This is an optimization exercise on Yosys and OpenROAD, whose aim is small area, a short achievable clock period and few clock cycles per item, not a production implementation. Only simulation tests tie the RTL to the original design; equivalence was not proved. Power figures rest on the tool's default switching activity, not on a simulated workload.

### flow/design.v
package fetch_pkg;
    localparam int xlen = 32;
    localparam int line_bits      = 256;
    localparam int words_per_line = line_bits / xlen;
    localparam int offset_bits    = 5;
    localparam int beat_bits      = 64;
    localparam int beats_per_line = line_bits / beat_bits;
    localparam int beat_idx_bits  = $clog2(beats_per_line);
    localparam int order_bits = 64;
    localparam int entry_bits = order_bits + 2 * xlen;
    localparam int queue_depth    = 32;
    localparam int queue_ptr_bits = $clog2(queue_depth);
    localparam int queue_cnt_bits = queue_ptr_bits + 1;
    localparam logic [xlen-1:0] reset_pc = 32'haaaaa000;
    typedef struct packed {
        logic [order_bits-1:0] order;
        logic [xlen-1:0]       pc;
        logic [xlen-1:0]       inst;
    } fetch_entry_t;
endpackage
`timescale 1ns/1ps
module line_refill (
    input  logic                           clk,
    input  logic                           rst,
    input  logic                           refill_req_i,
    input  logic [fetch_pkg::xlen-1:0]     refill_addr_i,
    input  logic                           bmem_ready_i,
    input  logic [fetch_pkg::xlen-1:0]     bmem_raddr_i,
    input  logic [fetch_pkg::beat_bits-1:0] bmem_rdata_i,
    input  logic                           bmem_rvalid_i,
    output logic [fetch_pkg::xlen-1:0]     bmem_addr_o,
    output logic                           bmem_read_o,
    output logic                           refill_done_o,
    output logic [fetch_pkg::line_bits-1:0] refill_line_o,
    output logic [fetch_pkg::xlen-1:0]     refill_tag_o
);
    typedef enum logic [1:0] {
        st_idle,
        st_request,
        st_collect
    } state_t;
    state_t                                  state_q;
    logic [fetch_pkg::beat_idx_bits-1:0]     beat_cnt_q;
    logic                                    done_q;
    logic [fetch_pkg::xlen-1:0]              addr_q;
    logic [fetch_pkg::beats_per_line-1:0][fetch_pkg::beat_bits-1:0] line_q;
    logic                                    beat_ok;
    assign beat_ok = (state_q == st_collect) && bmem_rvalid_i && (bmem_raddr_i == addr_q);
    assign bmem_read_o   = (state_q == st_request) && bmem_ready_i;
    assign bmem_addr_o   = addr_q;
    assign refill_done_o = done_q;
    assign refill_line_o = line_q;
    assign refill_tag_o  = addr_q;
    always_ff @(posedge clk) begin
        if (rst) begin
            state_q    <= st_idle;
            beat_cnt_q <= '0;
            done_q     <= 1'b0;
        end else begin
            done_q <= 1'b0;
            case (state_q)
                st_idle: begin
                    if (refill_req_i) begin
                        state_q <= st_request;
                    end
                end
                st_request: begin
                    if (bmem_ready_i) begin
                        state_q    <= st_collect;
                        beat_cnt_q <= '0;
                    end
                end
                st_collect: begin
                    if (beat_ok) begin
                        beat_cnt_q <= beat_cnt_q + 1'b1;
                        if (&beat_cnt_q) begin
                            state_q <= st_idle;
                            done_q  <= 1'b1;
                        end
                    end
                end
                default: state_q <= st_idle;
            endcase
        end
    end
    always_ff @(posedge clk) begin
        if (state_q == st_idle && refill_req_i) begin
            addr_q <= refill_addr_i;
        end
        if (beat_ok) begin
            line_q[beat_cnt_q] <= bmem_rdata_i;
        end
    end
endmodule
`timescale 1ns/1ps
module line_buffer (
    input  logic                            clk,
    input  logic                            rst,
    input  logic                            load_i,
    input  logic [fetch_pkg::line_bits-1:0] line_i,
    input  logic [fetch_pkg::xlen-1:0]      tag_i,
    input  logic [fetch_pkg::xlen-1:0]      pc_i,
    output logic                            hit_o,
    output logic [fetch_pkg::xlen-1:0]      word_o
);
    logic                                                       valid_q;
    logic [fetch_pkg::xlen-fetch_pkg::offset_bits-1:0]          tag_q;
    logic [fetch_pkg::words_per_line-1:0][fetch_pkg::xlen-1:0]  line_q;
    logic [fetch_pkg::offset_bits-3:0]                          word_idx;
    always_ff @(posedge clk) begin
        if (rst) begin
            valid_q <= 1'b0;
        end else if (load_i) begin
            valid_q <= 1'b1;
        end
    end
    always_ff @(posedge clk) begin
        if (load_i) begin
            tag_q  <= tag_i[fetch_pkg::xlen-1:fetch_pkg::offset_bits];
            line_q <= line_i;
        end
    end
    assign word_idx = pc_i[fetch_pkg::offset_bits-1:2];
    assign hit_o  = valid_q && (tag_q == pc_i[fetch_pkg::xlen-1:fetch_pkg::offset_bits]);
    assign word_o = line_q[word_idx];
endmodule
`timescale 1ns/1ps
module fetch_queue (
    input  logic                   clk,
    input  logic                   rst,
    input  logic                   flush_i,
    input  logic                   enq_i,
    input  fetch_pkg::fetch_entry_t entry_i,
    input  logic                   deq_i,
    output fetch_pkg::fetch_entry_t entry_o,
    output logic                   full_o,
    output logic                   empty_o
);
    logic [fetch_pkg::entry_bits-1:0]    mem [0:fetch_pkg::queue_depth-1];
    logic [fetch_pkg::queue_ptr_bits-1:0]    wr_ptr_q;
    logic [fetch_pkg::queue_ptr_bits-1:0]    rd_ptr_q;
    logic [fetch_pkg::queue_cnt_bits-1:0]    count_q;
    logic                                    do_enq;
    logic                                    do_deq;
    assign full_o  = count_q[fetch_pkg::queue_ptr_bits];
    assign empty_o = (count_q == '0);
    assign do_enq = enq_i && (!full_o || deq_i);
    assign do_deq = deq_i && !empty_o;
    assign entry_o = mem[rd_ptr_q];
    always_ff @(posedge clk) begin
        if (rst || flush_i) begin
            wr_ptr_q <= '0;
            rd_ptr_q <= '0;
            count_q  <= '0;
        end else begin
            if (do_enq) begin
                wr_ptr_q <= wr_ptr_q + 1'b1;
            end
            if (do_deq) begin
                rd_ptr_q <= rd_ptr_q + 1'b1;
            end
            if (do_enq && !do_deq) begin
                count_q <= count_q + 1'b1;
            end else if (do_deq && !do_enq) begin
                count_q <= count_q - 1'b1;
            end
        end
    end
    always_ff @(posedge clk) begin
        if (do_enq) begin
            mem[wr_ptr_q] <= entry_i;
        end
    end
endmodule
`timescale 1ns/1ps
module fetch_ctrl (
    input  logic                        clk,
    input  logic                        rst,
    input  logic                        redirect_i,
    input  logic [fetch_pkg::xlen-1:0]  redirect_pc_i,
    input  logic                        hit_i,
    input  logic [fetch_pkg::xlen-1:0]  word_i,
    input  logic                        refill_done_i,
    input  logic                        queue_full_i,
    output logic [fetch_pkg::xlen-1:0]  pc_o,
    output logic                        refill_req_o,
    output logic [fetch_pkg::xlen-1:0]  refill_addr_o,
    output logic                        enq_o,
    output fetch_pkg::fetch_entry_t     enq_entry_o
);
    logic [fetch_pkg::xlen-1:0]        pc_q;
    logic [fetch_pkg::order_bits-1:0]  order_q;
    logic                              pending_q;
    logic                              refill_req_q;
    logic [fetch_pkg::xlen-1:0]        refill_addr_q;
    logic                              miss_req;
    assign miss_req = !hit_i && !pending_q && !redirect_i;
    assign enq_o    = hit_i && !queue_full_i && !redirect_i;
    assign enq_entry_o.order = order_q;
    assign enq_entry_o.pc    = pc_q;
    assign enq_entry_o.inst  = word_i;
    assign pc_o          = pc_q;
    assign refill_req_o  = refill_req_q;
    assign refill_addr_o = refill_addr_q;
    always_ff @(posedge clk) begin
        if (rst) begin
            pc_q         <= fetch_pkg::reset_pc;
            order_q      <= '0;
            pending_q    <= 1'b0;
            refill_req_q <= 1'b0;
        end else begin
            refill_req_q <= miss_req;
            if (miss_req) begin
                pending_q <= 1'b1;
            end else if (refill_done_i) begin
                pending_q <= 1'b0;
            end
            if (redirect_i) begin
                pc_q <= redirect_pc_i;
            end else if (enq_o) begin
                pc_q    <= pc_q + 32'd4;
                order_q <= order_q + 1'b1;
            end
        end
    end
    always_ff @(posedge clk) begin
        if (miss_req) begin
            refill_addr_q <= {pc_q[fetch_pkg::xlen-1:fetch_pkg::offset_bits],
                              {fetch_pkg::offset_bits{1'b0}}};
        end
    end
endmodule
`timescale 1ns/1ps
module fetch_unit (
    input  logic                             clk,
    input  logic                             rst,
    input  logic                             redirect_i,
    input  logic [fetch_pkg::xlen-1:0]       redirect_pc_i,
    input  logic                             deq_i,
    output logic [fetch_pkg::xlen-1:0]       bmem_addr_o,
    output logic                             bmem_read_o,
    input  logic                             bmem_ready_i,
    input  logic [fetch_pkg::xlen-1:0]       bmem_raddr_i,
    input  logic [fetch_pkg::beat_bits-1:0]  bmem_rdata_i,
    input  logic                             bmem_rvalid_i,
    output logic                             inst_valid_o,
    output logic [fetch_pkg::xlen-1:0]       inst_pc_o,
    output logic [fetch_pkg::xlen-1:0]       inst_o,
    output logic [fetch_pkg::order_bits-1:0] inst_order_o
);
    logic                             refill_req;
    logic [fetch_pkg::xlen-1:0]       refill_addr;
    logic                             refill_done;
    logic [fetch_pkg::line_bits-1:0]  refill_line;
    logic [fetch_pkg::xlen-1:0]       refill_tag;
    logic [fetch_pkg::xlen-1:0]       pc;
    logic                             hit;
    logic [fetch_pkg::xlen-1:0]       hit_word;
    logic                             enq;
    fetch_pkg::fetch_entry_t          enq_entry;
    fetch_pkg::fetch_entry_t          head_entry;
    logic                             queue_full;
    logic                             queue_empty;
    line_refill line_refill_i (
        .clk           (clk),
        .rst           (rst),
        .refill_req_i  (refill_req),
        .refill_addr_i (refill_addr),
        .bmem_ready_i  (bmem_ready_i),
        .bmem_raddr_i  (bmem_raddr_i),
        .bmem_rdata_i  (bmem_rdata_i),
        .bmem_rvalid_i (bmem_rvalid_i),
        .bmem_addr_o   (bmem_addr_o),
        .bmem_read_o   (bmem_read_o),
        .refill_done_o (refill_done),
        .refill_line_o (refill_line),
        .refill_tag_o  (refill_tag)
    );
    line_buffer line_buffer_i (
        .clk    (clk),
        .rst    (rst),
        .load_i (refill_done),
        .line_i (refill_line),
        .tag_i  (refill_tag),
        .pc_i   (pc),
        .hit_o  (hit),
        .word_o (hit_word)
    );
    fetch_ctrl fetch_ctrl_i (
        .clk           (clk),
        .rst           (rst),
        .redirect_i    (redirect_i),
        .redirect_pc_i (redirect_pc_i),
        .hit_i         (hit),
        .word_i        (hit_word),
        .refill_done_i (refill_done),
        .queue_full_i  (queue_full),
        .pc_o          (pc),
        .refill_req_o  (refill_req),
        .refill_addr_o (refill_addr),
        .enq_o         (enq),
        .enq_entry_o   (enq_entry)
    );
    fetch_queue fetch_queue_i (
        .clk     (clk),
        .rst     (rst),
        .flush_i (redirect_i),
        .enq_i   (enq),
        .entry_i (enq_entry),
        .deq_i   (deq_i),
        .entry_o (head_entry),
        .full_o  (queue_full),
        .empty_o (queue_empty)
    );
    assign inst_valid_o = !queue_empty;
    assign inst_pc_o    = head_entry.pc;
    assign inst_o       = head_entry.inst;
    assign inst_order_o = head_entry.order;
endmodule
### flow/run.sh
#!/bin/bash
# synth_recipe.tcl (not shown) runs the flow's synth.tcl, then flattens the netlist and writes it again
# the make line also repeats each setting of config.mk as NAME=value (left out here)
make -C /OpenROAD-flow-scripts/flow DESIGN_CONFIG=/design/flow/config.mk WORK_HOME=/design/flow/orfs CLKGATE_MAP_FILE= SYNTH_SCRIPT=/design/flow/synth_recipe.tcl finish
### flow/config.mk
export PLATFORM = sky130hd
export DESIGN_NAME = fetch_unit
export DESIGN_NICKNAME = fetch_unit
export VERILOG_FILES = /design/flow/design.v
export SDC_FILE = /design/flow/constraint.sdc
export NUM_CORES = 4
export LEC_CHECK = 0
export CAP_MARGIN = 20
export CORE_MARGIN = 2
export CORE_UTILIZATION = 40
export SLEW_MARGIN = 20
### flow/constraint.sdc
create_clock -name core_clock -period 10.0 [get_ports {clk}]
set_input_delay 2.0000 -clock core_clock [delete_from_list [all_inputs] [get_ports {clk}]]
set_output_delay 2.0000 -clock core_clock [all_outputs]
set_load 0.01 [all_outputs]
==> impl_metrics.toml <==
[outcome]
status = "complete, no violations"

[sta]
finalHoldViolations = 0
setup_violations = 0
tightestPinTransition_ns = 1.18
period_share_pct = 70.6
slew_viol_final = 0
setup_tns_ns = 0
fin_crit_ns = 7.06
rsz0062_at_grt = "false"
max_freq_mhz = 142
slew_headroom_pct = 21.3
finClkSkew_ns = 0.139

[power]
pwr-share-seq_pct = 55.8
combPwrFrac_pct = 1.1
leakage_nw = 68.3
p_clk_share_pct = 43.2
internal_power_mw = 31.7
max-vdd-ir-drop_v = 0.000159
p_sw_mw = 7.82
swShare_pct = 19.8
powerDensity_nw_per_um2 = 187

[synth]
syn-cell-area_um2 = 185000
yosysUniqueCellTypes = 68
synth_seq_cells = 4814
ys_warn_count = 4
synth_compound_area_share_pct = 1.41
synth_top_family_by_area = "multiplexers"
synth_async_sr_flop_share_pct = 0
synth_ff_type = "edfxtp_1"
seq_area_frac_synth_pct = 77.4
syn_avg_cell_area_um2 = 22.4
synth_edf_count = 4689
synth_adder_area_share_pct = 0.119
synth-simple-area-share_pct = 1.86
synthCells = 8271
synth.area.mux_share_pct = 17.4
synth_xor_area_share_pct = 0.322

[floorplan]
row_count = 249
dieArea_um2 = 468000
start_util_pct = 40.2
coreArea_um2 = 460000
io_pins = 296
dieWidth_um = 684
die_h_um = 684

[layout]
final_cell_mix = "edfxtp_1, mux4_2, clkbuf_16, nand2_1, clkdlybuf4s50_1"
num-nets-final = 8963
drive_above_1_share_pct = 26.7
final_common_cell = "edfxtp_1"
synthToLayoutAreaGrowth_pct = 14.2
final_cell_area_um2 = 211000

[clock_tree]
post_cts_buffers = 0
root_buffer = "clkbuf_16"
cts_hold_buf = 0
worstSkewPairLatency_ns = 1.04
cts_resized = 0
numCtsBuffers = 472
clkTransAtPathRegs_ns = 0.06
clkSinkCount = 4814
cts_tree = "yes"
clock_path_buffers = 4
htree_levels = 5

[worst_setup_path]
critPathRequiredTime_ns = 8.00
cp-endpoint = "inst_order_o[51]"
crit_path_end_kind = "primary output"
crit_arrival_ns = 5.06
cp_max_fo = 64
worst-setup-path-type = "reg2out"
reg2reg_from = "fetch_ctrl_i.pc_q[13]"
ff2ff_path_depth = 11
reg2reg_slack_ns = 4.29
worstReg2RegEnd = "fetch_queue_i.mem[13][119]"
cp-start-kind = "flip-flop"

[placement]
place_congestion = 0.760
place_hpwl_um = 240000
numPortBuffers = 290
dpl_cell_area_um2 = 196000

[grt]
grt_pass1_wl_um = 671000
antenna_found_initial = 23
grt_pass1_vias = 90578
grt.total_usage_pct = 19.8
grt_max_degree = 162
grt_overflow_total = 0

[min_path]
min_path_type = "reg2reg"
min_from = "fetch_ctrl_i.refill_addr_q[24]"

[route]
dr.pass1.iters = 6
wl_um = 471000
via_per_inst = 5.75
drc = 0
antenna_left = 0
vias = 88223
drt_iter0_markers = 9963
wl_per_cell_um = 30.7

[flow_run]
max_cap_viol_count = 0
layout make-up:
cell class / instances / area, um^2
Fill cell: 37884 / 249000
Tap cell: 6149 / 7690
Timing Repair Buffer: 497 / 5180
Multi-Input combinational cell: 2741 / 39300
Clock inverter: 278 / 2400
Inverter: 286 / 1080
Sequential cell: 4814 / 143000
Clock buffer: 588 / 12400
Antenna cell: 3 / 7.51
registers in the layout (all words and copies together) (netlist names), named ones only:
register,cells
fetch_queue_i.mem,4096
line_buffer_i.line_q,256
line_refill_i.line_q,256
fetch_ctrl_i.order_q,64
fetch_ctrl_i.pc_q,32
fetch_ctrl_i.refill_addr_q,27
line_buffer_i.tag_q,27
line_refill_i.addr_q,27
fetch_queue_i.count_q,6
fetch_queue_i.rd_ptr_q,5
fetch_queue_i.wr_ptr_q,5
line_refill_i.beat_cnt_q,2
line_refill_i.state_q,2
fetch_ctrl_i.pending_q,1
fetch_ctrl_i.refill_req_q,1
line_buffer_i.valid_q,1
line_refill_i.done_q,1
routing by layer:
| metal | wire length, um | track usage (%) | part of all wire, % |
|---|---|---|---|
| met1 | 192000 | 27.4 | 41 |
| met2 | 235000 | 33.4 | 50 |
| met3 | 33900 | 3.10 | 7.2 |
| met4 | 9840 | 4.35 | 2.1 |
| met5 | 34 | 0 | 0.0072 |
metrics by stage:
step | utilization, % | hold WS (ns) | cells | setup WS, ns | power (mW)
floorplan | - | 0.400 | 8275 | 0.760 | 22.6
finish | 45.9 | 0.409 | 15356 | 2.94 | 39.5
CTS | 45.9 | 0.411 | 15349 | 2.72 | 39.8
detailed placement | 42.7 | 0.405 | 14483 | 3.71 | 22.9
global route | 45.9 | 0.426 | 15355 | 2.57 | 40.6
global placement | 42.7 | 0.402 | 14482 | 3.72 | 22.9
logic make-up (layout without fill, tap and decap cells):
logic type | after synthesis | after routing
AO/OA/AOI/OAI | 462 | 462
adder cells (fa/ha/maj) | 17 | 17
XOR/XNOR | 68 | 68
buffers and inverters | 720 | 1649
AND/OR/NAND/NOR | 680 | 680
multiplexers | 1509 | 1509
other | 1 | 8
flip-flops | 4814 | 4814
power by group through the flow:
stage	Sequential [mW]	Combinational (mW)	Clock, mW
6_report	22.0	0.428	17.1
5_1_grt	22.0	0.460	18.1
4_1_cts	22.0	0.433	17.4
3_5_place_dp	22.5	0.432	0
3_3_place_gp	22.5	0.413	0
2_1_floorplan	22.5	0.158	0
how the worst min path moves through the flow:
stage                                           to  slack (ns)  cells past startpoint
final                     line_refill_i.addr_q[24]        0.41                      0
after floorplan           line_refill_i.addr_q[10]        0.40                      0
after CTS                 line_refill_i.addr_q[24]        0.41                      0
after detailed placement  line_refill_i.addr_q[19]        0.40                      0
after global placement    line_refill_i.addr_q[15]        0.40                      0
after global routing       line_refill_i.addr_q[6]        0.43                      0
critical path, stage by stage, from the launching register on:
cell and delay, ns:
dfxtp_4 0.83, buf_12 0.50, buf_4 0.63, mux4_2 0.60, mux4_2 0.49, mux2_2 0.31
clkdlybuf4s50_1 0.50
synth_stat cells (12+ instances only):
master	n	area share, %
and4_1	15	0.071
buf_2	46	0.12
ha_1	16	0.11
dfxtp_1	125	1.4
nor4_1	16	0.054
edfxtp_1	4689	76
mux2_2	160	0.97
nor3_1	20	0.054
or4_1	40	0.16
nand4_1	39	0.13
buf_1	43	0.087
nand3_1	50	0.14
nand2_1	323	0.66
inv_1	286	0.58
mux4_2	1344	16
nor2_1	50	0.10
o21ai_0	285	0.77
xnor2_1	57	0.27
and3_1	42	0.14
clkbuf_1	338	0.69
a211oi_1	12	0.049
a21oi_1	79	0.21
or3_1	21	0.071
o31ai_1	43	0.17
Testbench counts, summed over its fixed seeds: cycles 135,077, items 41,861.

[re-timing with driven ports]
Ports are ideal in the flow. The routed layout listed here was re-timed in OpenROAD. Step 1 (the two cells are an assumption about what drives the block):
set clk [get_ports {clk}]
set_driving_cell -lib_cell sky130_fd_sc_hd__clkbuf_16 $clk
set_driving_cell -lib_cell sky130_fd_sc_hd__buf_2 [delete_from_list [all_inputs] $clk]
Step 2, shift: input delay + t, output delay - t, t = (earliest + latest rising clock arrival at the registers) / 2. This alone moves slack from input paths to output paths. a / b / c = ideal ports / drivers / drivers and shift; a / b = the first two.
shift t [ns]: 1.101
setup slack, ns: 2.940 / 2.814 / 3.677
worst setup path after step 2: input to register
latest minus earliest clock arrival (ns): 0.146 / 0.145
After both steps setup and hold are still met in this run. The setup slack of this run moves by -0.126 ns with the drivers and by +0.737 ns with both steps.
